This design comes from an exercise in tuning for small area on the open sky130 flow, not from production work. In this exercise RTL edits were held to simulation tests only and were not proved equivalent to the original. No activity file was given, so power comes from the tool's default toggle rates.

==> flow/design.v <==
module rf_ao222n (
  input  logic a0, b0, a1, b1, a2, b2,
  output logic y
);
  assign y = ~((a0 & b0) | (a1 & b1) | (a2 & b2));
endmodule
module rf_ao22n (
  input  logic a0, b0, a1, b1,
  output logic y
);
  assign y = ~((a0 & b0) | (a1 & b1));
endmodule
module rf_aor #(
  parameter int N = 32
) (
  input  logic [N-1:0] s,
  input  logic [N-1:0] d,
  output logic         y
);
  localparam int G3 = N / 3;
  localparam int R  = N - 3 * G3;
  logic [G3:0] l;
  for (genvar g = 0; g < G3; g++) begin : grp
    rf_ao222n u (.a0(s[3*g]), .b0(d[3*g]), .a1(s[3*g+1]), .b1(d[3*g+1]),
                 .a2(s[3*g+2]), .b2(d[3*g+2]), .y(l[g]));
  end
  if (R == 2) begin : r2
    rf_ao22n u (.a0(s[N-2]), .b0(d[N-2]), .a1(s[N-1]), .b1(d[N-1]), .y(l[G3]));
  end else if (R == 1) begin : r1
    assign l[G3] = ~(s[N-1] & d[N-1]);
  end else begin : r0
    assign l[G3] = 1'b1;
  end
  assign y = ~&l;
endmodule
module rf_dec5 (
  input  logic       en,
  input  logic [4:0] a,
  output logic [31:0] h
);
  logic [3:0] lo;
  logic [7:0] hi;
  always_comb begin
    for (int m = 0; m < 4; m++) lo[m] = (a[1:0] == 2'(m));
    for (int j = 0; j < 8; j++) hi[j] = en && (a[4:2] == 3'(j));
    for (int i = 0; i < 32; i++) h[i] = lo[i % 4] && hi[i / 4];
  end
endmodule
module regfile_scoreboard #(
  parameter int REG_NUM = 32,
  parameter int ADDR_W  = 5,
  parameter int DATA_W  = 32,
  parameter int CNT_W   = 2
) (
  input  logic              clk_in,
  input  logic              rst_n_in,
  input  logic              re1_in,
  input  logic [ADDR_W-1:0] a1_in,
  output logic [DATA_W-1:0] d1_out,
  output logic              en1_out,
  input  logic              re2_in,
  input  logic [ADDR_W-1:0] a2_in,
  output logic [DATA_W-1:0] d2_out,
  output logic              en2_out,
  input  logic              iss_we_in,
  input  logic [ADDR_W-1:0] iss_rd_in,
  output logic              iss_full_out,
  input  logic              wb_we_in,
  input  logic [ADDR_W-1:0] wb_a_in,
  input  logic [DATA_W-1:0] wb_d_in
);
  logic [DATA_W-1:0]  regs [1:REG_NUM-1];
  logic [REG_NUM-1:1] c0, c1;    
  logic [REG_NUM-1:1] rd_ok;     
  logic [31:0] h1, h2, wbd, issr;
  rf_dec5 u_dec1 (.en(re1_in),   .a(a1_in),     .h(h1));
  rf_dec5 u_dec2 (.en(re2_in),   .a(a2_in),     .h(h2));
  rf_dec5 u_decw (.en(wb_we_in), .a(wb_a_in),   .h(wbd));
  rf_dec5 u_deci (.en(1'b1),     .a(iss_rd_in), .h(issr));
  logic [REG_NUM-1:1] cnt_z, cnt_max, byp_ok, gnt;
  always_comb begin
    for (int i = 1; i < REG_NUM; i++) begin
      cnt_z[i]   = !c1[i] && !c0[i];
      cnt_max[i] = c1[i] && c0[i];
      byp_ok[i]  = !c1[i] && c0[i] && wbd[i];    
      gnt[i]     = cnt_z[i] || byp_ok[i];
    end
  end
  logic [REG_NUM-1:1] s1, s2;
  logic               byp1, byp2;
  always_comb begin
    for (int i = 1; i < REG_NUM; i++) begin
      s1[i] = h1[i] && rd_ok[i];
      s2[i] = h2[i] && rd_ok[i];
    end
  end
  rf_aor #(.N(31)) u_byp1 (.s(h1[31:1]), .d(byp_ok), .y(byp1));
  rf_aor #(.N(31)) u_byp2 (.s(h2[31:1]), .d(byp_ok), .y(byp2));
  rf_aor #(.N(32)) u_en1  (.s(h1), .d({gnt, re1_in}), .y(en1_out));
  rf_aor #(.N(32)) u_en2  (.s(h2), .d({gnt, re2_in}), .y(en2_out));
  rf_aor #(.N(31)) u_full (.s(issr[31:1]), .d(cnt_max), .y(iss_full_out));
  for (genvar b = 0; b < DATA_W; b++) begin : rd
    logic [REG_NUM-1:1] col;
    for (genvar i = 1; i < REG_NUM; i++) begin : c
      assign col[i] = regs[i][b];
    end
    rf_aor #(.N(32)) u1 (.s({s1, byp1}), .d({col, wb_d_in[b]}), .y(d1_out[b]));
    rf_aor #(.N(32)) u2 (.s({s2, byp2}), .d({col, wb_d_in[b]}), .y(d2_out[b]));
  end
  always_ff @(posedge clk_in) begin
    for (int i = 1; i < REG_NUM; i++) begin
      if (wbd[i]) regs[i] <= wb_d_in;
    end
  end
  always_ff @(posedge clk_in or negedge rst_n_in) begin
    if (!rst_n_in) begin
      c0    <= '0;
      c1    <= '0;
      rd_ok <= '0;
    end else begin
      for (int i = 1; i < REG_NUM; i++) begin
        logic iss, inc, dec, n0, n1;
        iss = iss_we_in && issr[i];
        inc = iss && !wbd[i] && !cnt_max[i];
        dec = wbd[i] && !iss && !cnt_z[i];
        n0  = c0[i] ^ (inc | dec);
        n1  = c1[i] ^ ((inc && c0[i]) || (dec && !c0[i]));
        c0[i]    <= n0;
        c1[i]    <= n1;
        rd_ok[i] <= !n0 && !n1 && (rd_ok[i] || wbd[i]);
      end
    end
  end
endmodule
==> flow/run.sh <==
#!/bin/bash
# synth_recipe.tcl (not shown) runs the flow's synth.tcl, then flattens the netlist and writes it again
# the make line also repeats each setting of config.mk as NAME=value (left out here)
make -C /OpenROAD-flow-scripts/flow DESIGN_CONFIG=/design/flow/config.mk WORK_HOME=/design/flow/orfs CLKGATE_MAP_FILE= SYNTH_SCRIPT=/design/flow/synth_recipe.tcl finish
==> flow/config.mk <==
export PLATFORM = sky130hd
export DESIGN_NAME = regfile_scoreboard
export DESIGN_NICKNAME = regfile_scoreboard
export VERILOG_FILES = /design/flow/design.v
export SDC_FILE = /design/flow/constraint.sdc
export NUM_CORES = 4
export LEC_CHECK = 0
export CAP_MARGIN = 20
export CELL_PAD_IN_SITES_DETAIL_PLACEMENT = 1
export CELL_PAD_IN_SITES_GLOBAL_PLACEMENT = 1
export CORE_MARGIN = 2
export CORE_UTILIZATION = 25
export CTS_BUF_LIST = sky130_fd_sc_hd__clkbuf_8
export CTS_CLUSTER_DIAMETER = 50
export CTS_CLUSTER_SIZE = 16
export SETUP_SLACK_MARGIN = 0.05
export SLEW_MARGIN = 20
export SYNTH_HIERARCHICAL = 1
==> flow/constraint.sdc <==
create_clock -name core_clock -period 7.0 [get_ports {clk_in}]
set_input_delay 1.4000 -clock core_clock [delete_from_list [all_inputs] [get_ports {clk_in}]]
set_output_delay 1.4000 -clock core_clock [all_outputs]
set_load 0.01 [all_outputs]
==> flow_summary.toml, run 1 <==
[run_status]
status = "finished clean"

[synth]
synth.avg_cell_area_um2 = 16.0
syn_area_um2 = 45600
yosysWarnings = 9
syn-instance-count = 2854

[global_route]
grtUsageTotal = 0.214
met3_usage = 0.0420
top_usage_layer = "met2"
grt_max_degree = 58
grt_pass1_vias = 36300
grt_overflow_total = 0
antenna_found_initial = 13
grt_use_met1 = 0.278
grt_pass1_wl_mm = 283
grt_use_met2 = 0.335

[clocking]
clockBufferDepth = 3
cts_tree = "done"
clk_pin_slew_ns = 0.08
cts_hold_buf = 0
htree_levels = 3
numClockSinks = 1085
clk_latency_ns = 0.90
clock-root-buffer = "clkbuf_8"
numCtsBuffers = 113

[route]
drt_wl_total_mm = 207
drc = 0
dr.pass1.iters = 10
dr_total_vias = 36500
ant_nets = 0
post_drt_wl_per_cell_um = 35.6
routed_via_density = 6.28
drt_iter0_drc = 8071

[setup_path]
r2r-start = "c0[24]$_DFF_PN0_"
crit_required_ns = 5.60
end_kind = "output pin"
arrival_ns = 5.51
critPathMaxFanout = 19
cp-start-kind = "input port"
critPathKind = "in -> out"
crit_start = "wb_a_in[3]"

[place]
place_hpwl_mm = 129
portBuffers = 124
gp_congestion = 0.912
postPlaceCellArea_um2 = 52300

[sta]
max_freq_mhz = 145
relSlewSlack = 0.187
finalHoldViolCount = 0
drv_slew = 0
setup_viol = 0
finalCritPeriodShare = 0.987
post-route-min-period_ns = 6.91
clock-skew-final_ns = 0.0283
tightest_slew_ns = 1.22
rsz0062_at_grt = "no"

[die]
initial_core_util = 0.252
rows = 156
die_w_um = 431
die_area_um2 = 186000
ios = 125
die_y_um = 431
core-area_um2 = 181000

[final_layout]
final_util = 0.304
drive_above_1_share = 0.187
final_area_um2 = 55000
nNetsFinal = 3394
area_growth_pct = 20.7

[power]
total_power_mw = 12.8
cellPowerDensity_nw_per_um2 = 233
ir_drop_mv = 0.141
leakage_nw = 17.9

[hold_path]
min_path_type = "reg -> reg"
hp-start = "c1[6]$_DFF_PN0_"

[job]
cap_violations = 0
state kept, by name, summed over array words and instances, names as in the netlist:
| signal | count |
|---|---|
| c0 | 31 |
| regs | 992 |
| c1 | 31 |
| rd_ok | 31 |
layout make-up:
type                            count  area (um2)
Fill cell                       19000      126000
Sequential cell                  1085       32100
Multi-Input combinational cell   1727       13700
Timing Repair Buffer              379        3570
Tap cell                         2370        2970
Clock buffer                      116        1600
Clock inverter                     98         898
Inverter                           30         113
Antenna cell                        7        17.5
critical path, cell delays in order:
cell and delay [ns]:
clkdlybuf4s50_1 0.51, buf_12 0.15, buf_4 0.12, or4b_4 0.19, nor2_4 0.05, nand2_1 0.07
nor2_1 0.05, a222oi_1 0.50, nand4_1 0.21, a2111o_2 0.46, buf_12 0.20, a222oi_1 0.39
nand4_1 0.17, or3_1 0.47, clkdlybuf4s50_1 0.52
cells in the final DEF (no fill, tap or decap), types with 48 or more instances in the layout:
cell type / n
o21ai_0: 82
nand4_1: 142
a21oi_1: 53
a222oi_1: 690
and2_2: 61
a22oi_2: 66
nand2b_1: 61
buf_4: 228
clkbuf_8: 116
nand3_1: 66
nand2_1: 83
edfxtp_1: 992
nor2_1: 96
and2_1: 48
dfrtp_1: 93
clkdlybuf4s50_1: 78
report_power, final:
group	total, mW	internal, mW	leakage (nW)	switching [mW]
logic	0.854	0.325	6.48	0.529
registers	7.38	7.22	10.2	0.159
clock network	4.56	1.91	1.29	2.65
total	12.8	9.46	17.9	3.34
per-layer routing:
metal | wire (um) | part of all wire
met5 | 41 | 0.00020
met4 | 12500 | 0.060
met3 | 23000 | 0.11
met2 | 93000 | 0.45
met1 | 78600 | 0.38
stage by stage:
stage	cells	setup TNS [ns]	setup slack, ns	hold slack [ns]
2_1_floorplan	2861	0	0.447	0.449
3_3_place_gp	5590	-0.0185	-0.0185	0.473
3_5_place_dp	5590	0	0.0123	0.482
4_1_cts	5804	0	0.0271	0.442
5_1_grt	5810	0	0.0489	0.508
6_report	5812	0	0.0884	0.491
final timing paths:
check | endpoint | slack [ns] | depth (start not counted)
max in group asynchronous | c1[22]$_DFF_PN0_ | 5.26 | 2
min | rd_ok[6]$_DFF_PN0_ | 0.49 | 1
min in group asynchronous | c0[19]$_DFF_PN0_ | 0.51 | 1
max reg2reg | c1[24]$_DFF_PN0_ | 5.76 | 3
max | d1_out[22] | 0.09 | 15
min reg2reg | rd_ok[6]$_DFF_PN0_ | 0.49 | 1
what timing repair did:
| action | 4_1_cts | 5_1_grt |
|---|---|---|
| endpoints found under the setup margin | 19 | 53 |
| pin swaps | 7 | 30 |
| gates cloned | 0 | 0 |
| gates resized for setup | 10 | 53 |
| buffers inserted | 0 | 1 |
==> run 2, diff against run 1 <==
==> flow/flow/run.sh (new file) <==
#!/bin/bash
# The standard layout (the standard.sh, unchanged synthesis, floorplan, power grid and taps),
# with two settings changed: the port buffers are the smallest buffer, and clock tree synthesis
# uses 8x clock buffers on sink clusters of at most 16 and adds no dummy loads.
set -euo pipefail
CTS_ARGS="-sink_clustering_enable -repair_clock_nets -dont_use_dummy_load"
CTS_ARGS="$CTS_ARGS -buf_list sky130_fd_sc_hd__clkbuf_8 -sink_clustering_size 16 -sink_clustering_max_diameter 50"
bash standard.sh "CTS_ARGS=$CTS_ARGS" "BUFFER_PORTS_ARGS=-buffer_cell sky130_fd_sc_hd__buf_1" finish \
  > standard_flow.log 2>&1
==> flow/standard.sh (new file) <==
#!/bin/bash
# synth_recipe.tcl (not shown) runs the flow's synth.tcl, then flattens the netlist and writes it again
# the make line also repeats each setting of config.mk as NAME=value (left out here)
make -C /OpenROAD-flow-scripts/flow DESIGN_CONFIG=/design/flow/config.mk WORK_HOME=/design/flow/orfs CLKGATE_MAP_FILE= SYNTH_SCRIPT=/design/flow/synth_recipe.tcl "${@:-finish}"
--- a/flow/config.mk
+++ b/flow/config.mk
@@ -11,7 +11,4 @@
 export CORE_MARGIN = 2
 export CORE_UTILIZATION = 25
-export CTS_BUF_LIST = sky130_fd_sc_hd__clkbuf_8
-export CTS_CLUSTER_DIAMETER = 50
-export CTS_CLUSTER_SIZE = 16
 export SETUP_SLACK_MARGIN = 0.05
 export SLEW_MARGIN = 20
removed: flow/run.sh
==> flow_summary.toml, run 2 <==
[final_layout]
regMostFlops = "regs"
final_util = 0.288
final_common_cell = "edfxtp_1"
layout.cells.non_filler = 5617
drive_above_1_share = 0.134
largest_reg_flops = 992
area_growth_pct = 14.5
final_area_um2 = 52200
final_cell_mix = "992 x edfxtp_1, 690 x a222oi_1, 142 x nand4_1"
nNetsFinal = 3287

[clocking]
post_cts.repair.setup_buffers = 0
clockBufferDepth = 3
cts_tree = "done"
numCtsBuffers = 105
numClockSinks = 1085
clk_latency_ns = 0.86
cts_resized = 0
clock-root-buffer = "clkbuf_8"
clk_pin_slew_ns = 0.06
htree_levels = 3
cts_hold_buf = 0

[setup_path]
end_kind = "output pin"
r2r-end = "c0[29]$_DFF_PN0_"
cp-start-kind = "input port"
cp-endpoint = "d1_out[28]"
r2r_setup_slack_ns = 5.76
critPathMaxFanout = 21
crit_required_ns = 5.60
r2r-start = "c0[29]$_DFF_PN0_"
path_delay_family = "compound AO/OA/AOI/OAI gates"
slowest_stage = "a222oi_1"
crit_buf_inv = 4
slowest_delay_ns = 0.50
critPathKind = "in -> out"
reg2reg_depth = 3
cp.depth = 14
crit_start = "wb_a_in[1]"
arrival_ns = 5.26
cp_cell_sequence = "buf_1 > nand2b_1 > buf_4 > nor2_4 > nand2_1 > nor2_1 > a222oi_1 > nand4_1 > a2111o_2 > buf_4 > a222oi_1 > nand4_1 > or3_1 > buf_1"

[sta]
max_freq_mhz = 150
relSlewSlack = 0.141
drv_slew = 0
final.setup.tns_ns = 0
rsz0062_at_grt = "no"
tightest_slew_ns = 1.29
timing.final.ws_setup_ns = 0.338
setup_viol = 0
post-route-min-period_ns = 6.66
finalCritPeriodShare = 0.952
holdWs_ns = 0.484
clock-skew-final_ns = 0.0360
finalHoldViolCount = 0

[place]
portBuffers = 124
place_hpwl_mm = 128
gp_congestion = 0.907
dp.cells = 5492
postPlaceCellArea_um2 = 50700
dp_worst_setup_slack_ns = 0.485

[route]
ant_nets = 0
routed_via_density = 6.42
post_drt_wl_per_cell_um = 37.2
drt_iter0_drc = 8410
drt_wl_total_mm = 209
dr_total_vias = 36000
dr.pass1.iters = 9
drc = 0

[die]
die_y_um = 431
initial_core_util = 0.252
ios = 125
die_w_um = 431
core-area_um2 = 181000
rows = 156
die_area_um2 = 186000

[global_route]
grt_pass1_wl_mm = 284
grtUsageTotal = 0.216
grt_pass1_vias = 36000
antenna_found_initial = 31
grt_max_degree = 54
grt_overflow_total = 0

[power]
ir_drop_mv = 0.119
leakage_nw = 16.0
cellPowerDensity_nw_per_um2 = 222
total_power_mw = 11.6

[hold_path]
hp-start = "c1[15]$_DFF_PN0_"
min_path_type = "reg -> reg"
hold_depth = 1

[synth]
yosysWarnings = 9
synth.avg_cell_area_um2 = 16.0
syn_area_um2 = 45600
syn-instance-count = 2854

[run_status]
status = "finished clean"

[job]
cap_violations = 0
run 2: how the worst min path moves through the flow:
stage	end	slack, ns
5_1_grt	rd_ok[3]$_DFF_PN0_	0.50
6_report	rd_ok[15]$_DFF_PN0_	0.48
4_1_cts	rd_ok[3]$_DFF_PN0_	0.47
3_3_place_gp	rd_ok[7]$_DFF_PN0_	0.48
2_1_floorplan	rd_ok[24]$_DFF_PN0_	0.45
3_5_place_dp	rd_ok[10]$_DFF_PN0_	0.48
run 2: layout make-up:
type / instances / area, um2
Tap cell: 2370 / 2970
Antenna cell: 20 / 50.0
Multi-Input combinational cell: 1727 / 13600
Clock buffer: 105 / 1450
Sequential cell: 1085 / 32100
Inverter: 30 / 113
Timing Repair Buffer: 280 / 1900
Fill cell: 19100 / 129000
run 2: worst reg2reg max path: cells and delay by family, from the launching register on:
kind	cells	cell delay, ns
compound gates	2	0.23
simple gates	1	0.38
flops	1	0.50
run 2: per-layer routing:
metal	vias up	wire [um]	track usage
met1	18800	77500	0.272
met3	507	24400	0.0507
met4	16	11900	0.129
met2	2697	95200	0.337
li1	14000	-	-
met5	-	94	0
run 2: where the power goes:
group          internal, mW  leakage [nW]  switching [mW]
Clock                  1.33         0.755            2.13
Combinational         0.240          5.03           0.519
Sequential             7.23          10.2           0.157
==> run 3, diff against run 2 <==
--- a/flow/design.v
+++ b/flow/design.v
@@ -5,12 +5,47 @@
   assign y = ~((a0 & b0) | (a1 & b1) | (a2 & b2));
 endmodule
-module rf_ao22n (
+module rf_ao22 (
   input  logic a0, b0, a1, b1,
   output logic y
 );
-  assign y = ~((a0 & b0) | (a1 & b1));
+  assign y = (a0 & b0) | (a1 & b1);
+endmodule
+module rf_nand4 (
+  input  logic a, b, c, d,
+  output logic y
+);
+  assign y = ~(a & b & c & d);
+endmodule
+module rf_nand2 (
+  input  logic a, b,
+  output logic y
+);
+  assign y = ~(a & b);
+endmodule
+module rf_or4 (
+  input  logic a, b, c, d,
+  output logic y
+);
+  assign y = a | b | c | d;
+endmodule
+module rf_aor32 (
+  input  logic [31:0] s,
+  input  logic [31:0] d,
+  output logic        y
+);
+  logic [9:0] l;
+  logic       p, h0, h1, h2;
+  for (genvar g = 0; g < 10; g++) begin : grp
+    rf_ao222n u (.a0(s[3*g]), .b0(d[3*g]), .a1(s[3*g+1]), .b1(d[3*g+1]),
+                 .a2(s[3*g+2]), .b2(d[3*g+2]), .y(l[g]));
+  end
+  rf_ao22  u_p  (.a0(s[30]), .b0(d[30]), .a1(s[31]), .b1(d[31]), .y(p));
+  rf_nand4 u_h0 (.a(l[0]), .b(l[1]), .c(l[2]), .d(l[3]), .y(h0));
+  rf_nand4 u_h1 (.a(l[4]), .b(l[5]), .c(l[6]), .d(l[7]), .y(h1));
+  rf_nand2 u_h2 (.a(l[8]), .b(l[9]), .y(h2));
+  rf_or4   u_y  (.a(h0), .b(h1), .c(h2), .d(p), .y(y));
 endmodule
 module rf_aor #(
-  parameter int N = 32
+  parameter int N = 31
 ) (
   input  logic [N-1:0] s,
@@ -19,18 +54,25 @@
 );
   localparam int G3 = N / 3;
-  localparam int R  = N - 3 * G3;
-  logic [G3:0] l;
+  logic [G3-1:0] l;
   for (genvar g = 0; g < G3; g++) begin : grp
     rf_ao222n u (.a0(s[3*g]), .b0(d[3*g]), .a1(s[3*g+1]), .b1(d[3*g+1]),
                  .a2(s[3*g+2]), .b2(d[3*g+2]), .y(l[g]));
   end
-  if (R == 2) begin : r2
-    rf_ao22n u (.a0(s[N-2]), .b0(d[N-2]), .a1(s[N-1]), .b1(d[N-1]), .y(l[G3]));
-  end else if (R == 1) begin : r1
-    assign l[G3] = ~(s[N-1] & d[N-1]);
-  end else begin : r0
-    assign l[G3] = 1'b1;
+  always_comb begin
+    y = ~&l;
+    for (int i = 3 * G3; i < N; i++) y = y | (s[i] & d[i]);
   end
-  assign y = ~&l;
+endmodule
+module rf_dec5n (
+  input  logic [4:0] a,
+  output logic [31:0] h
+);
+  logic [3:0] lo;
+  logic [7:0] hi;
+  always_comb begin
+    for (int m = 0; m < 4; m++) lo[m] = (a[1:0] == 2'(m));
+    for (int j = 0; j < 8; j++) hi[j] = (a[4:2] == 3'(j));
+    for (int i = 0; i < 32; i++) h[i] = lo[i % 4] && hi[i / 4];
+  end
 endmodule
 module rf_dec5 (
@@ -77,5 +119,5 @@
   rf_dec5 u_dec2 (.en(re2_in),   .a(a2_in),     .h(h2));
   rf_dec5 u_decw (.en(wb_we_in), .a(wb_a_in),   .h(wbd));
-  rf_dec5 u_deci (.en(1'b1),     .a(iss_rd_in), .h(issr));
+  rf_dec5n u_deci (.a(iss_rd_in), .h(issr));
   logic [REG_NUM-1:1] cnt_z, cnt_max, byp_ok, gnt;
   always_comb begin
@@ -97,6 +139,6 @@
   rf_aor #(.N(31)) u_byp1 (.s(h1[31:1]), .d(byp_ok), .y(byp1));
   rf_aor #(.N(31)) u_byp2 (.s(h2[31:1]), .d(byp_ok), .y(byp2));
-  rf_aor #(.N(32)) u_en1  (.s(h1), .d({gnt, re1_in}), .y(en1_out));
-  rf_aor #(.N(32)) u_en2  (.s(h2), .d({gnt, re2_in}), .y(en2_out));
+  rf_aor32 u_en1  (.s(h1), .d({gnt, re1_in}), .y(en1_out));
+  rf_aor32 u_en2  (.s(h2), .d({gnt, re2_in}), .y(en2_out));
   rf_aor #(.N(31)) u_full (.s(issr[31:1]), .d(cnt_max), .y(iss_full_out));
   for (genvar b = 0; b < DATA_W; b++) begin : rd
@@ -105,6 +147,6 @@
       assign col[i] = regs[i][b];
     end
-    rf_aor #(.N(32)) u1 (.s({s1, byp1}), .d({col, wb_d_in[b]}), .y(d1_out[b]));
-    rf_aor #(.N(32)) u2 (.s({s2, byp2}), .d({col, wb_d_in[b]}), .y(d2_out[b]));
+    rf_aor32 u1 (.s({s1, byp1}), .d({col, wb_d_in[b]}), .y(d1_out[b]));
+    rf_aor32 u2 (.s({s2, byp2}), .d({col, wb_d_in[b]}), .y(d2_out[b]));
   end
   always_ff @(posedge clk_in) begin
--- a/flow/config.mk
+++ b/flow/config.mk
@@ -6,5 +6,5 @@
 export NUM_CORES = 4
 export LEC_CHECK = 0
-export CAP_MARGIN = 20
+export CAP_MARGIN = 5
 export CELL_PAD_IN_SITES_DETAIL_PLACEMENT = 1
 export CELL_PAD_IN_SITES_GLOBAL_PLACEMENT = 1
@@ -12,4 +12,4 @@
 export CORE_UTILIZATION = 25
 export SETUP_SLACK_MARGIN = 0.05
-export SLEW_MARGIN = 20
+export SLEW_MARGIN = 5
 export SYNTH_HIERARCHICAL = 1
==> flow_summary.toml, run 3 <==
[die]
core-area_um2 = 181000
initial_core_util = 0.252
rows = 156
die_w_um = 431
ios = 125
die_area_um2 = 186000
die_y_um = 431

[setup_path]
r2r-start = "c1[20]$_DFF_PN0_"
cp-start-kind = "input port"
end_kind = "output pin"
crit_start = "wb_a_in[1]"
critPathKind = "in -> out"
arrival_ns = 5.43
critPathMaxFanout = 22
crit_required_ns = 5.60

[sta]
finalCritPeriodShare = 0.975
drv_slew = 0
final.setup.tns_ns = 0
setup_viol = 0
rsz0062_at_grt = "no"
relSlewSlack = 0.102
max_freq_mhz = 147
finalHoldViolCount = 0
tightest_slew_ns = 1.35
clock-skew-final_ns = 0.0339
post-route-min-period_ns = 6.83

[route]
dr.pass1.iters = 14
drt_wl_total_mm = 207
dr_total_vias = 36500
drc = 0
routed_via_density = 6.49
drt_iter0_drc = 8819
post_drt_wl_per_cell_um = 36.8
ant_nets = 0

[final_layout]
area_growth_pct = 13.9
final_area_um2 = 52000
nNetsFinal = 3300
final_cell_mix = "992 x edfxtp_1, 690 x a222oi_1, 152 x buf_4"
drive_above_1_share = 0.131
regMostFlops = "regs"
largest_reg_flops = 992
final_util = 0.287
layout.cells.non_filler = 5626
final_common_cell = "edfxtp_1"

[job]
cap_violations = 0

[hold_path]
min_path_type = "reg -> reg"
hp-start = "rd_ok[27]$_DFF_PN0_"

[synth]
syn_area_um2 = 45700
syn-instance-count = 2877
synth.avg_cell_area_um2 = 15.9
yosysWarnings = 11

[global_route]
grt_pass1_wl_mm = 281
grt_overflow_total = 0
grt_max_degree = 52
grt_pass1_vias = 36000
antenna_found_initial = 33
grtUsageTotal = 0.213

[place]
postPlaceCellArea_um2 = 50500
portBuffers = 124
gp_congestion = 0.916
place_hpwl_mm = 124
dp.cells = 5502

[clocking]
numClockSinks = 1085
clk_latency_ns = 0.84
cts_resized = 0
clk_pin_slew_ns = 0.05
post_cts.repair.setup_buffers = 0
cts_hold_buf = 0
clock-root-buffer = "clkbuf_8"
htree_levels = 3
clockBufferDepth = 3
numCtsBuffers = 108
cts_tree = "done"

[run_status]
status = "finished clean"

[power]
cellPowerDensity_nw_per_um2 = 220
ir_drop_mv = 0.145
leakage_nw = 16.1
## run 3: path summary, 6_finish.rpt
check	endpoint	slack, ns	cells past startpoint
min	rd_ok[27]$_DFF_PN0_	0.60	2
max reg2reg	c0[20]$_DFF_PN0_	5.62	2
max in group asynchronous	c0[27]$_DFF_PN0_	5.16	2
max	d1_out[21]	0.17	14
min in group asynchronous	c1[11]$_DFF_PN0_	0.68	1
min reg2reg	rd_ok[27]$_DFF_PN0_	0.60	2
## run 3: cell type report
cell class | instances | area (um2)
repair buffers | 279 | 1670
well taps | 2370 | 2970
diodes | 16 | 40.0
multi-input cells | 1739 | 13600
fillers | 19200 | 129000
clock buffers | 108 | 1490
inverters | 29 | 109
flip-flops and latches | 1085 | 32100
## run 3: metrics by stage
stage               hold WS (ns)  setup slack (ns)  power, mW
finish                     0.601             0.175       11.5
global route               0.628            0.0974       11.8
CTS                        0.601             0.352       11.5
detailed placement         0.585             0.361       8.12
global placement           0.568             0.391       8.10
floorplan                  0.484             0.439       7.75
## run 3: metal layers
layer | vias up | track usage | wire, um
met1 | 18900 | 0.276 | 77200
met3 | 495 | 0.0511 | 26100
li1 | 14200 | - | -
met2 | 2831 | 0.329 | 92300
met5 | - | 0 | 85
met4 | 16 | 0.114 | 11400
## run 3: report_power, final
group          leakage, nW  switching [mW]  internal [mW]
Clock                0.777            2.11           1.36
Sequential            10.2           0.155           7.21
Combinational         5.14           0.422          0.210
## run 3: worst max-delay path, stage by stage
cell and delay [ns]:
buf_1 0.14, nand2b_1 0.14, buf_4 0.31, nor2_4 0.07
inv_1 0.10, nor3b_1 0.07, a222oi_1 0.58, nand4_1 0.26
a2111o_2 0.45, buf_4 0.29, a222oi_1 0.47, nand4_1 0.32
or4_1 0.61, buf_1 0.19
==> run 4, diff against run 3 <==
==> flow/flow/run.sh (replaced) <==
#!/bin/bash
# The standard layout (the standard.sh, unchanged synthesis, floorplan, power grid and taps),
# with two settings changed: the port buffers are the smallest buffer, and clock tree synthesis
# uses 4x clock buffers on sink clusters of at most 9 and adds no dummy loads.
set -euo pipefail
CTS_ARGS="-sink_clustering_enable -repair_clock_nets -dont_use_dummy_load"
CTS_ARGS="$CTS_ARGS -buf_list sky130_fd_sc_hd__clkbuf_4 -sink_clustering_size 9 -sink_clustering_max_diameter 40"
bash standard.sh "CTS_ARGS=$CTS_ARGS" "BUFFER_PORTS_ARGS=-buffer_cell sky130_fd_sc_hd__buf_1" finish \
  > standard_flow.log 2>&1
--- a/flow/config.mk
+++ b/flow/config.mk
@@ -10,5 +10,6 @@
 export CELL_PAD_IN_SITES_GLOBAL_PLACEMENT = 1
 export CORE_MARGIN = 2
-export CORE_UTILIZATION = 25
+export CORE_UTILIZATION = 40
+export PLACE_DENSITY = 0.75
 export SETUP_SLACK_MARGIN = 0.05
 export SLEW_MARGIN = 5
==> flow_summary.toml, run 4 <==
[final_layout]
final_util = 0.446
final_cell_mix = "992 x edfxtp_1, 690 x a222oi_1, 155 x clkbuf_4"
fillCellCount = 11200
drive_above_1_share = 0.134
area_growth_pct = 10.2
multi_input_area_um2 = 13600
regMostFlops = "regs"
nNetsFinal = 3314
largest_reg_flops = 992
final_common_cell = "edfxtp_1"
regArea_um2 = 32100

[run_status]
status = "finished clean"

[setup_path]
end_kind = "output pin"
crit_required_ns = 5.60
crit_buf_inv = 5
cp-start-kind = "input port"
path_delay_family = "simple AND/OR/NAND/NOR gates"
critPathKind = "in -> out"
arrival_ns = 5.29
slowest_delay_ns = 0.72
critPathMaxFanout = 32
slowest_stage = "or4_1"
cp_cell_sequence = "buf_1 > or2_1 > buf_4 > nor2_4 > inv_1 > nor3b_1 > a222oi_1 > nand4_1 > a2111o_1 > buf_12 > a222oi_1 > nand4_1 > or4_1 > buf_1"

[die]
die_y_um = 342
die_w_um = 342
ios = 125
rows = 123
initial_core_util = 0.405
core-area_um2 = 113000
die_area_um2 = 117000

[clocking]
post_cts.repair.setup_buffers = 0
clk_pin_slew_ns = 0.09
htree_levels = 4
numClockSinks = 1085
cts_resized = 0
cts_hold_buf = 0
clockBufferDepth = 3
clk_latency_ns = 1.03
cts_tree = "done"
numCtsBuffers = 154
clock-root-buffer = "clkbuf_4"

[synth]
synth.avg_cell_area_um2 = 15.9
yosysWarnings = 11
syn_area_um2 = 45700
syn-instance-count = 2877

[job]
cap_violations = 0

[global_route]
grtUsageTotal = 0.316
grt_pass1_wl_mm = 266
grt_overflow_total = 0
grt_pass1_vias = 37400
antenna_found_initial = 8
grt_max_degree = 66

[sta]
rsz0062_at_grt = "no"
max_freq_mhz = 150
tightest_slew_ns = 1.33
post-route-min-period_ns = 6.69
clock-skew-final_ns = 0.0728
setup_viol = 0
finalHoldViolCount = 0
finalCritPeriodShare = 0.955
relSlewSlack = 0.115
final.setup.tns_ns = 0
holdWs_ns = 0.316
drv_slew = 0

[power]
total_power_mw = 11.1
cellPowerDensity_nw_per_um2 = 220
leakage_nw = 15.8
ir_drop_mv = 0.104

[route]
dr.pass1.iters = 13
post_drt_wl_per_cell_um = 40.1
routed_via_density = 7.85
drt_wl_total_mm = 191
dr_total_vias = 37400
drt_iter0_drc = 9781
drc = 0
ant_nets = 0

[place]
portBuffers = 124
place_hpwl_mm = 114
gp_congestion = 0.967

[hold_path]
min_path_type = "in -> async"
==> run 4: changes by cell type in the layout (fill, tap and decap cells not counted), sizes merged <==
cell and change:
clkbuf +46, buf -32, diode -9
==> run 4: worst paths after layout <==
path                                        from             endpoint  slack (ns)  cells past startpoint
worst max-delay path                  wb_a_in[1]           d2_out[12]        0.31                     14
max in group asynchronous               rst_n_in     c1[17]$_DFF_PN0_        5.32                      2
worst max register to register  c1[21]$_DFF_PN0_     c0[21]$_DFF_PN0_        5.58                      2
min in group core_clock         c0[31]$_DFF_PN0_     c1[31]$_DFF_PN0_        0.57                      2
worst min register to register  c0[31]$_DFF_PN0_     c1[31]$_DFF_PN0_        0.57                      2
worst min-delay path                    rst_n_in  rd_ok[10]$_DFF_PN0_        0.32                      1
==> run 4: power by group <==
group          switching, mW  total [mW]  internal, mW
logic                  0.443       0.654         0.210
registers              0.152        7.36          7.21
clock network           2.08        3.09          1.01
total                   2.68        11.1          8.42
==> run 4: per-layer routing <==
layer	up-vias	GRT usage	wire length, um
met5	-	0	46
met2	3785	0.471	82300
met3	766	0.0879	30700
met4	6	0.202	14300
met1	18500	0.405	63300
li1	14300	-	-
==> run 4: per-stage QoR <==
| step | cell area [um2] | worst slack, ns | std cells |
|---|---|---|---|
| 2_1_floorplan | 45700 | 0.439 | 2877 |
| 3_3_place_gp | 49200 | 0.584 | 4600 |
| 3_5_place_dp | 49200 | 0.480 | 4600 |
| 4_1_cts | 50300 | 0.465 | 4754 |
| 5_1_grt | 50300 | 0.209 | 4758 |
| 6_report | 50300 | 0.315 | 4761 |
==> run 4: layout make-up <==
type / instances / share of cell area
timing repair buffer: 247 / 0.0284
inverter: 29 / 0.00216
antenna: 7 / 0.000348
sequential: 1085 / 0.638
multi-input combinational: 1739 / 0.271
clock buffer: 154 / 0.0230
tap: 1500 / 0.0373
==> run 5, diff against run 4 <==
--- a/flow/config.mk
+++ b/flow/config.mk
@@ -10,6 +10,5 @@
 export CELL_PAD_IN_SITES_GLOBAL_PLACEMENT = 1
 export CORE_MARGIN = 2
-export CORE_UTILIZATION = 40
-export PLACE_DENSITY = 0.75
+export CORE_UTILIZATION = 25
 export SETUP_SLACK_MARGIN = 0.05
 export SLEW_MARGIN = 5
==> flow_summary.toml, run 5 <==
[final_layout]
largest_reg_flops = 992
final_cell_mix = "992 x edfxtp_1, 690 x a222oi_1, 165 x clkbuf_4"
final_common_cell = "edfxtp_1"
drive_above_1_share = 0.146
regMostFlops = "regs"
area_growth_pct = 13.4
nNetsFinal = 3356

[place]
place_hpwl_mm = 124
gp_congestion = 0.916
portBuffers = 124

[clocking]
clockBufferDepth = 3
numCtsBuffers = 164
clock-root-buffer = "clkbuf_4"
numClockSinks = 1085
cts_hold_buf = 0
clk_pin_slew_ns = 0.09
cts_tree = "done"
cts_resized = 0
htree_levels = 4
post_cts.repair.setup_buffers = 0
clk_latency_ns = 1.11

[synth]
yosysWarnings = 11
synth.avg_cell_area_um2 = 15.9
syn-instance-count = 2877
syn_area_um2 = 45700

[setup_path]
critPathMaxFanout = 22
end_kind = "output pin"
critPathKind = "in -> out"
crit_required_ns = 5.60
arrival_ns = 5.50
reg2reg_depth = 2
cp-start-kind = "input port"

[route]
drt_wl_total_mm = 208
drt_iter0_drc = 9008
dr_total_vias = 36900
ant_nets = 0
routed_via_density = 6.49
dr.pass1.iters = 12
post_drt_wl_per_cell_um = 36.5
drc = 0

[sta]
post-route-min-period_ns = 6.90
drv_slew = 0
relSlewSlack = 0.110
final.setup.tns_ns = 0
tightest_slew_ns = 1.34
rsz0062_at_grt = "no"
finalHoldViolCount = 0
setup_viol = 0
clock-skew-final_ns = 0.0610
max_freq_mhz = 145
holdWs_ns = 0.403
finalCritPeriodShare = 0.985

[global_route]
antenna_found_initial = 32
grt_pass1_wl_mm = 283
grt_overflow_total = 0
grtUsageTotal = 0.214
grt_max_degree = 52
grt_pass1_vias = 36500

[power]
cellPowerDensity_nw_per_um2 = 216
leakage_nw = 16.1
ir_drop_mv = 0.147

[die]
rows = 156
die_area_um2 = 186000
ios = 125
die_w_um = 431
initial_core_util = 0.252
die_y_um = 431
core-area_um2 = 181000

[job]
cap_violations = 0

[hold_path]
min_path_type = "in -> async"

[run_status]
status = "finished clean"
==> run 5: worst paths after layout <==
kind / end / startpoint / slack [ns]
max: d1_out[21] / wb_a_in[1] / 0.10
min: c0[8]$_DFF_PN0_ / rst_n_in / 0.40
max reg2reg: c0[14]$_DFF_PN0_ / c1[14]$_DFF_PN0_ / 5.59
min reg2reg: rd_ok[27]$_DFF_PN0_ / rd_ok[27]$_DFF_PN0_ / 0.60
max in group asynchronous: c1[22]$_DFF_PN0_ / rst_n_in / 5.39
min in group core_clock: rd_ok[27]$_DFF_PN0_ / rd_ok[27]$_DFF_PN0_ / 0.60
==> run 5: worst max-delay path, stage by stage <==
cell      delay (ns)
buf_1           0.14
nand2b_1        0.14
buf_4           0.31
nor2_4          0.07
inv_1           0.10
nor3b_1         0.07
a222oi_1        0.56
nand4_1         0.27
a2111o_2        0.45
buf_4           0.30
a222oi_1        0.52
nand4_1         0.34
or4_1           0.61
buf_1           0.18
==> run 5: metal layers <==
metal / GRT usage / routed length [um] / up-vias
li1: - / - / 14400
met1: 0.277 / 76800 / 19000
met2: 0.329 / 92800 / 2964
met3: 0.0527 / 26800 / 528
met4: 0.119 / 11100 / 22
met5: 0 / 130 / -
==> run 5: where the power goes <==
part	leakage, nW	internal [mW]	switching (mW)
clock	0.755	1.07	2.14
sequential	10.2	7.21	0.155
combinational	5.14	0.210	0.421
==> run 5: through the flow <==
step                      setup WS (ns)  cell area, um2  cells  total power, mW   util
after floorplan                   0.439           45700   2877             7.75      -
after global placement            0.391           50500   5502             8.10  0.279
after detailed placement          0.361           50500   5502             8.12  0.279
after CTS                         0.352           51700   5666             11.3  0.286
after global routing             0.0978           51800   5677             11.5  0.286
final                             0.102           51800   5683             11.2  0.286
==> run 5: layout make-up <==
cell class	instances	area [um2]
diodes	17	42.5
clock buffers	164	1230
fillers	19300	129000
inverters	29	109
multi-input cells	1739	13600
flip-flops and latches	1085	32100
well taps	2370	2970
repair buffers	279	1670
==> run 6, diff against run 5 <==
--- a/flow/design.v
+++ b/flow/design.v
@@ -89,4 +89,17 @@
   end
 endmodule
+module rf_cnt (
+  input  logic iss, wb, c0, c1, ok,
+  output logic n0, n1, nok
+);
+  logic inc, dec;
+  always_comb begin
+    inc = iss && !wb && !(c1 && c0);
+    dec = wb && !iss && (c1 || c0);
+    n0  = c0 ^ (inc | dec);
+    n1  = c1 ^ ((inc && c0) || (dec && !c0));
+    nok = !n0 && !n1 && (ok || wb);
+  end
+endmodule
 module regfile_scoreboard #(
   parameter int REG_NUM = 32,
@@ -120,15 +133,14 @@
   rf_dec5 u_decw (.en(wb_we_in), .a(wb_a_in),   .h(wbd));
   rf_dec5n u_deci (.a(iss_rd_in), .h(issr));
-  logic [REG_NUM-1:1] cnt_z, cnt_max, byp_ok, gnt;
+  logic [REG_NUM-1:1] cnt_z, cnt_one, cnt_max;
   always_comb begin
     for (int i = 1; i < REG_NUM; i++) begin
       cnt_z[i]   = !c1[i] && !c0[i];
+      cnt_one[i] = !c1[i] && c0[i];
       cnt_max[i] = c1[i] && c0[i];
-      byp_ok[i]  = !c1[i] && c0[i] && wbd[i];    
-      gnt[i]     = cnt_z[i] || byp_ok[i];
     end
   end
   logic [REG_NUM-1:1] s1, s2;
-  logic               byp1, byp2;
+  logic               one1, one2, byp1, byp2, en1_q, en2_q;
   always_comb begin
     for (int i = 1; i < REG_NUM; i++) begin
@@ -137,8 +149,14 @@
     end
   end
-  rf_aor #(.N(31)) u_byp1 (.s(h1[31:1]), .d(byp_ok), .y(byp1));
-  rf_aor #(.N(31)) u_byp2 (.s(h2[31:1]), .d(byp_ok), .y(byp2));
-  rf_aor32 u_en1  (.s(h1), .d({gnt, re1_in}), .y(en1_out));
-  rf_aor32 u_en2  (.s(h2), .d({gnt, re2_in}), .y(en2_out));
+  rf_aor #(.N(31)) u_one1 (.s(h1[31:1]), .d(cnt_one), .y(one1));
+  rf_aor #(.N(31)) u_one2 (.s(h2[31:1]), .d(cnt_one), .y(one2));
+  always_comb begin
+    byp1 = one1 && wb_we_in && (wb_a_in == a1_in);
+    byp2 = one2 && wb_we_in && (wb_a_in == a2_in);
+  end
+  rf_aor32 u_en1  (.s(h1), .d({cnt_z, re1_in}), .y(en1_q));
+  rf_aor32 u_en2  (.s(h2), .d({cnt_z, re2_in}), .y(en2_q));
+  assign en1_out = en1_q || byp1;
+  assign en2_out = en2_q || byp2;
   rf_aor #(.N(31)) u_full (.s(issr[31:1]), .d(cnt_max), .y(iss_full_out));
   for (genvar b = 0; b < DATA_W; b++) begin : rd
@@ -147,6 +165,6 @@
       assign col[i] = regs[i][b];
     end
-    rf_aor32 u1 (.s({s1, byp1}), .d({col, wb_d_in[b]}), .y(d1_out[b]));
-    rf_aor32 u2 (.s({s2, byp2}), .d({col, wb_d_in[b]}), .y(d2_out[b]));
+    rf_aor32 u1 (.s({byp1, s1}), .d({wb_d_in[b], col}), .y(d1_out[b]));
+    rf_aor32 u2 (.s({byp2, s2}), .d({wb_d_in[b], col}), .y(d2_out[b]));
   end
   always_ff @(posedge clk_in) begin
@@ -154,4 +172,9 @@
       if (wbd[i]) regs[i] <= wb_d_in;
     end
+  end
+  logic [REG_NUM-1:1] c0_d, c1_d, ok_d;
+  for (genvar i = 1; i < REG_NUM; i++) begin : cn
+    rf_cnt u (.iss(iss_we_in && issr[i]), .wb(wbd[i]), .c0(c0[i]), .c1(c1[i]), .ok(rd_ok[i]),
+              .n0(c0_d[i]), .n1(c1_d[i]), .nok(ok_d[i]));
   end
   always_ff @(posedge clk_in or negedge rst_n_in) begin
@@ -161,15 +184,7 @@
       rd_ok <= '0;
     end else begin
-      for (int i = 1; i < REG_NUM; i++) begin
-        logic iss, inc, dec, n0, n1;
-        iss = iss_we_in && issr[i];
-        inc = iss && !wbd[i] && !cnt_max[i];
-        dec = wbd[i] && !iss && !cnt_z[i];
-        n0  = c0[i] ^ (inc | dec);
-        n1  = c1[i] ^ ((inc && c0[i]) || (dec && !c0[i]));
-        c0[i]    <= n0;
-        c1[i]    <= n1;
-        rd_ok[i] <= !n0 && !n1 && (rd_ok[i] || wbd[i]);
-      end
+      c0    <= c0_d;
+      c1    <= c1_d;
+      rd_ok <= ok_d;
     end
   end
==> flow_summary.toml, run 6 <==
[synth]
yosysWarnings = 12
syn_area_um2 = 45400
syn-instance-count = 2857
synth.avg_cell_area_um2 = 15.9

[final_layout]
regMostFlops = "regs"
final_common_cell = "edfxtp_1"
final_util = 0.285
drive_above_1_share = 0.125
nNetsFinal = 3321
area_growth_pct = 13.3
final_cell_mix = "992 x edfxtp_1, 690 x a222oi_1, 188 x nor2_1"
largest_reg_flops = 992

[sta]
setup_viol = 0
final.setup.tns_ns = 0
drv_slew = 0
max_freq_mhz = 151
clock-skew-final_ns = 0.0995
rsz0062_at_grt = "no"
post-route-min-period_ns = 6.61
tightest_slew_ns = 1.39
finalHoldViolCount = 0
finalCritPeriodShare = 0.945
relSlewSlack = 0.0707

[place]
gp_congestion = 0.910
place_hpwl_mm = 129
portBuffers = 124

[power]
leakage_nw = 15.9
ir_drop_mv = 0.134
cellPowerDensity_nw_per_um2 = 217

[setup_path]
crit_required_ns = 5.60
critPathKind = "in -> out"
critPathMaxFanout = 22
r2r_setup_slack_ns = 5.83
end_kind = "output pin"
arrival_ns = 5.21
reg2reg_depth = 2
cp-start-kind = "input port"

[global_route]
grt_pass1_wl_mm = 278
antenna_found_initial = 29
grt_max_degree = 51
grtUsageTotal = 0.211
grt_pass1_vias = 35600
grt_overflow_total = 0

[die]
core-area_um2 = 181000
die_w_um = 430
initial_core_util = 0.251
die_area_um2 = 185000
rows = 156
die_y_um = 430
ios = 125

[clocking]
numClockSinks = 1085
post_cts.repair.setup_buffers = 0
cts_hold_buf = 0
htree_levels = 4
clk_pin_slew_ns = 0.09
cts_resized = 0
numCtsBuffers = 163
clk_latency_ns = 1.16
clockBufferDepth = 3
cts_tree = "done"
clock-root-buffer = "clkbuf_4"

[route]
ant_nets = 0
drt_iter0_drc = 9086
dr.pass1.iters = 10
dr_total_vias = 36700
post_drt_wl_per_cell_um = 36.2
drt_wl_total_mm = 204
routed_via_density = 6.49
drc = 0

[run_status]
status = "finished clean"

[hold_path]
min_path_type = "in -> async"

[job]
cap_violations = 0
[run 6: per-layer routing]
layer  GRT usage  part of all wire  up-vias
li1            -                 -    14200
met4       0.102             0.049       18
met2       0.319              0.44     3013
met1       0.290              0.38    18900
met3      0.0432              0.13      487
met5           0           0.00056        -
[run 6: path summary, 6_finish.rpt]
path / from / to
max: a2_in[1] / d2_out[22]
min: rst_n_in / c0[6]$_DFF_PN0_
max reg2reg: c1[16]$_DFF_PN0_ / c0[16]$_DFF_PN0_
min reg2reg: rd_ok[16]$_DFF_PN0_ / rd_ok[16]$_DFF_PN0_
max in group asynchronous: rst_n_in / c0[26]$_DFF_PN0_
min in group core_clock: rd_ok[16]$_DFF_PN0_ / rd_ok[16]$_DFF_PN0_
[run 6: area by class of cell]
cell class	count	area, um2
fillers	19200	129000
flip-flops and latches	1085	32100
multi-input cells	1753	13500
well taps	2370	2970
repair buffers	256	1550
clock buffers	163	1220
diodes	19	47.5
inverters	4	15.0
[run 6: power by group]
group	leakage (nW)	switching (mW)	internal (mW)
clock	0.750	2.18	1.06
sequential	9.99	0.172	7.20
combinational	5.16	0.351	0.204
total	15.9	2.70	8.47
[run 6: critical path: stages]
cell	delay, ns
buf_1	0.20
nand2b_1	0.49
nor2_1	0.16
a222oi_1	0.52
nand4_1	0.23
a2111o_1	0.41
nand2_2	0.08
a2111o_1	0.16
nor3_2	0.06
buf_4	0.29
buf_4	0.30
a22o_1	0.20
or4_1	0.49
buf_1	0.16
[run 6: per-stage QoR]
stage / setup slack, ns / area [um2] / hold slack, ns / instances / total power, mW
3_5_place_dp: 0.584 / 50100 / 0.555 / 5467 / 8.06
3_3_place_gp: 0.659 / 50100 / 0.543 / 5467 / 8.02
4_1_cts: 0.575 / 51400 / 0.227 / 5630 / 11.2
6_report: 0.386 / 51400 / 0.323 / 5650 / 11.2
5_1_grt: 0.439 / 51400 / 0.250 / 5636 / 11.5
2_1_floorplan: 0.401 / 45400 / 0.504 / 2857 / 7.76
==> run 7, diff against run 6 <==
--- a/flow/config.mk
+++ b/flow/config.mk
@@ -10,5 +10,6 @@
 export CELL_PAD_IN_SITES_GLOBAL_PLACEMENT = 1
 export CORE_MARGIN = 2
-export CORE_UTILIZATION = 25
+export CORE_UTILIZATION = 40
+export PLACE_DENSITY = 0.75
 export SETUP_SLACK_MARGIN = 0.05
 export SLEW_MARGIN = 5
==> flow_summary.toml, run 7 <==
[synth]
yosysWarnings = 12
syn-instance-count = 2857
synth.avg_cell_area_um2 = 15.9
syn_area_um2 = 45400

[die]
ios = 125
die_area_um2 = 116000
core-area_um2 = 112000
die_y_um = 341
rows = 123
initial_core_util = 0.403
die_w_um = 341

[setup_path]
cp.depth = 13
critPathMaxFanout = 32
cp_cell_sequence = "buf_1 > nand4bb_1 > nor2_1 > a222oi_1 > nand4_1 > a2111o_1 > nand2_2 > a2111o_1 > nor3_2 > buf_4 > a22o_1 > or4_1 > buf_1"
crit_required_ns = 5.60
end_kind = "output pin"
arrival_ns = 5.16
critPathKind = "in -> out"
cp-start-kind = "input port"
path_delay_family = "simple AND/OR/NAND/NOR gates"
crit_buf_inv = 3
reg2reg_depth = 2
slowest_delay_ns = 0.68
slowest_stage = "or4_1"

[sta]
setup_viol = 0
max_freq_mhz = 152
final.setup.tns_ns = 0
finalCritPeriodShare = 0.937
post-route-min-period_ns = 6.56
relSlewSlack = 0.125
rsz0062_at_grt = "no"
drv_slew = 0
clock-skew-final_ns = 0.0891
finalHoldViolCount = 0
tightest_slew_ns = 1.31

[place]
dp.cells = 4563
portBuffers = 124
gp_congestion = 0.973
place_hpwl_mm = 107

[clocking]
cts_hold_buf = 0
clk_latency_ns = 1.14
clock-root-buffer = "clkbuf_4"
post_cts.repair.setup_buffers = 0
htree_levels = 4
clk_pin_slew_ns = 0.09
cts_resized = 0
numClockSinks = 1085
cts_tree = "done"
clockBufferDepth = 3
numCtsBuffers = 158

[global_route]
grt_pass1_wl_mm = 254
grt_pass1_vias = 36400
grt_max_degree = 48
grt_overflow_total = 0
antenna_found_initial = 9
grtUsageTotal = 0.301

[final_layout]
area_growth_pct = 9.98
regMostFlops = "regs"
drive_above_1_share = 0.106
regArea_um2 = 32100
largest_reg_flops = 992
final_common_cell = "edfxtp_1"
layout.cells.non_filler = 4731
fillCellCount = 11200
nNetsFinal = 3281
final_cell_mix = "992 x edfxtp_1, 690 x a222oi_1, 188 x nor2_1"
multi_input_area_um2 = 13500

[route]
drt_wl_total_mm = 181
dr.pass1.iters = 13
ant_nets = 0
dr_total_vias = 36300
routed_via_density = 7.67
drt_iter0_drc = 9073
drc = 0
post_drt_wl_per_cell_um = 38.3

[run_status]
status = "finished clean"

[hold_path]
min_path_type = "in -> async"

[job]
cap_violations = 0

[power]
leakage_nw = 15.6
total_power_mw = 11.1
cellPowerDensity_nw_per_um2 = 222
ir_drop_mv = 0.145
run 7: cell types whose count changed in the layout (fill, tap and decap cells not counted):
cell | previous run | this run
clkbuf_2 | 5 | 0
and2_2 | 62 | 44
buf_6 | 1 | 0
diode_2 | 19 | 10
buf_12 | 6 | 0
clkbuf_4 | 164 | 159
buf_1 | 118 | 123
and2_1 | 62 | 80
buf_4 | 125 | 97
run 7: worst reg2reg max path, stage by stage, from the launching register on:
cell	delay [ns]
dfrtp_1	0.48
or3b_1	0.37
a31oi_1	0.17
run 7: worst paths after layout:
kind / startpoint / to / slack [ns]
setup / recovery: a2_in[2] / d2_out[18] / 0.44
hold / removal: rst_n_in / rd_ok[27]$_DFF_PN0_ / 0.38
max in group asynchronous: rst_n_in / c0[17]$_DFF_PN0_ / 5.38
min in group core_clock: c1[27]$_DFF_PN0_ / rd_ok[27]$_DFF_PN0_ / 0.49
hold reg to reg: c1[27]$_DFF_PN0_ / rd_ok[27]$_DFF_PN0_ / 0.49
setup reg to reg: c1[24]$_DFF_PN0_ / c0[24]$_DFF_PN0_ / 5.81
run 7: stage by stage:
stage | setup slack [ns] | instance area (um2) | hold WS [ns] | util
6_report | 0.438 | 49900 | 0.379 | 0.444
5_1_grt | 0.475 | 49900 | 0.353 | 0.443
4_1_cts | 0.691 | 49900 | 0.316 | 0.443
3_5_place_dp | 0.707 | 48700 | 0.555 | 0.433
3_3_place_gp | 0.765 | 48700 | 0.533 | 0.433
2_1_floorplan | 0.401 | 45400 | 0.504 | -
run 7: metal layers:
layer / vias up / global-route usage / share of wire / routed length [um]
met5: - / 0 / 0.00020 / 37
li1: 14100 / - / - / -
met2: 3429 / 0.458 / 0.45 / 81000
met3: 594 / 0.0783 / 0.15 / 27200
met1: 18100 / 0.390 / 0.34 / 62200
met4: 6 / 0.172 / 0.059 / 10700
run 7: area by class of cell:
type	instances	area share
sequential	1085	0.644
multi-input combinational	1753	0.270
tap	1500	0.0376
timing repair buffer	221	0.0240
clock buffer	158	0.0238
antenna	10	0.000501
inverter	4	0.000301
run 7: power breakdown:
part           internal [mW]  switching, mW  total (mW)
logic                  0.206          0.347       0.553
clock network           1.03           2.12        3.15
registers               7.20          0.178        7.38

==> afterwards: timing with drivers on the ports <==
In the flow no input, the clock included, has a driving cell. The finished layouts below were timed again as built, in two steps.
Step 1 sets driving cells, clkbuf_16 on the clock port and buf_2 on the other inputs (assumed; they add their load-dependent delay and slew).
Step 2 also shifts input and output timing later by t, the mid clock arrival at the registers, as if the neighbouring blocks saw the same clock.
a / b / c = ideal / step 1 / step 2; a / b = the first two.
| run | shift t [ns] | setup slack, ns | worst setup path after step 2 | cell pins on the clock port's net |
|---|---|---|---|---|
| run 1 | 0.942 | 0.088 / -0.025 / -0.025 | input to output | 1 |
| run 2 | 0.878 | 0.338 / 0.310 / 0.310 | input to output | 1 |
| run 3 | 0.881 | 0.175 / 0.012 / 0.012 | input to output | 1 |
| run 4 | 1.096 | 0.315 / 0.238 / 0.238 | input to output | 1 |
| run 5 | 1.165 | 0.102 / -0.058 / -0.058 | input to output | 1 |
| run 6 | 1.196 | 0.386 / 0.315 / 0.315 | input to output | 1 |
| run 7 | 1.171 | 0.438 / 0.416 / 0.416 | input to output | 1 |
Met with ideal ports but missed after step 2: setup timing in run 1 and run 5. For run 3, which loses most, drivers alone change the setup slack by -0.163 ns; drivers and shift together by -0.163 ns.
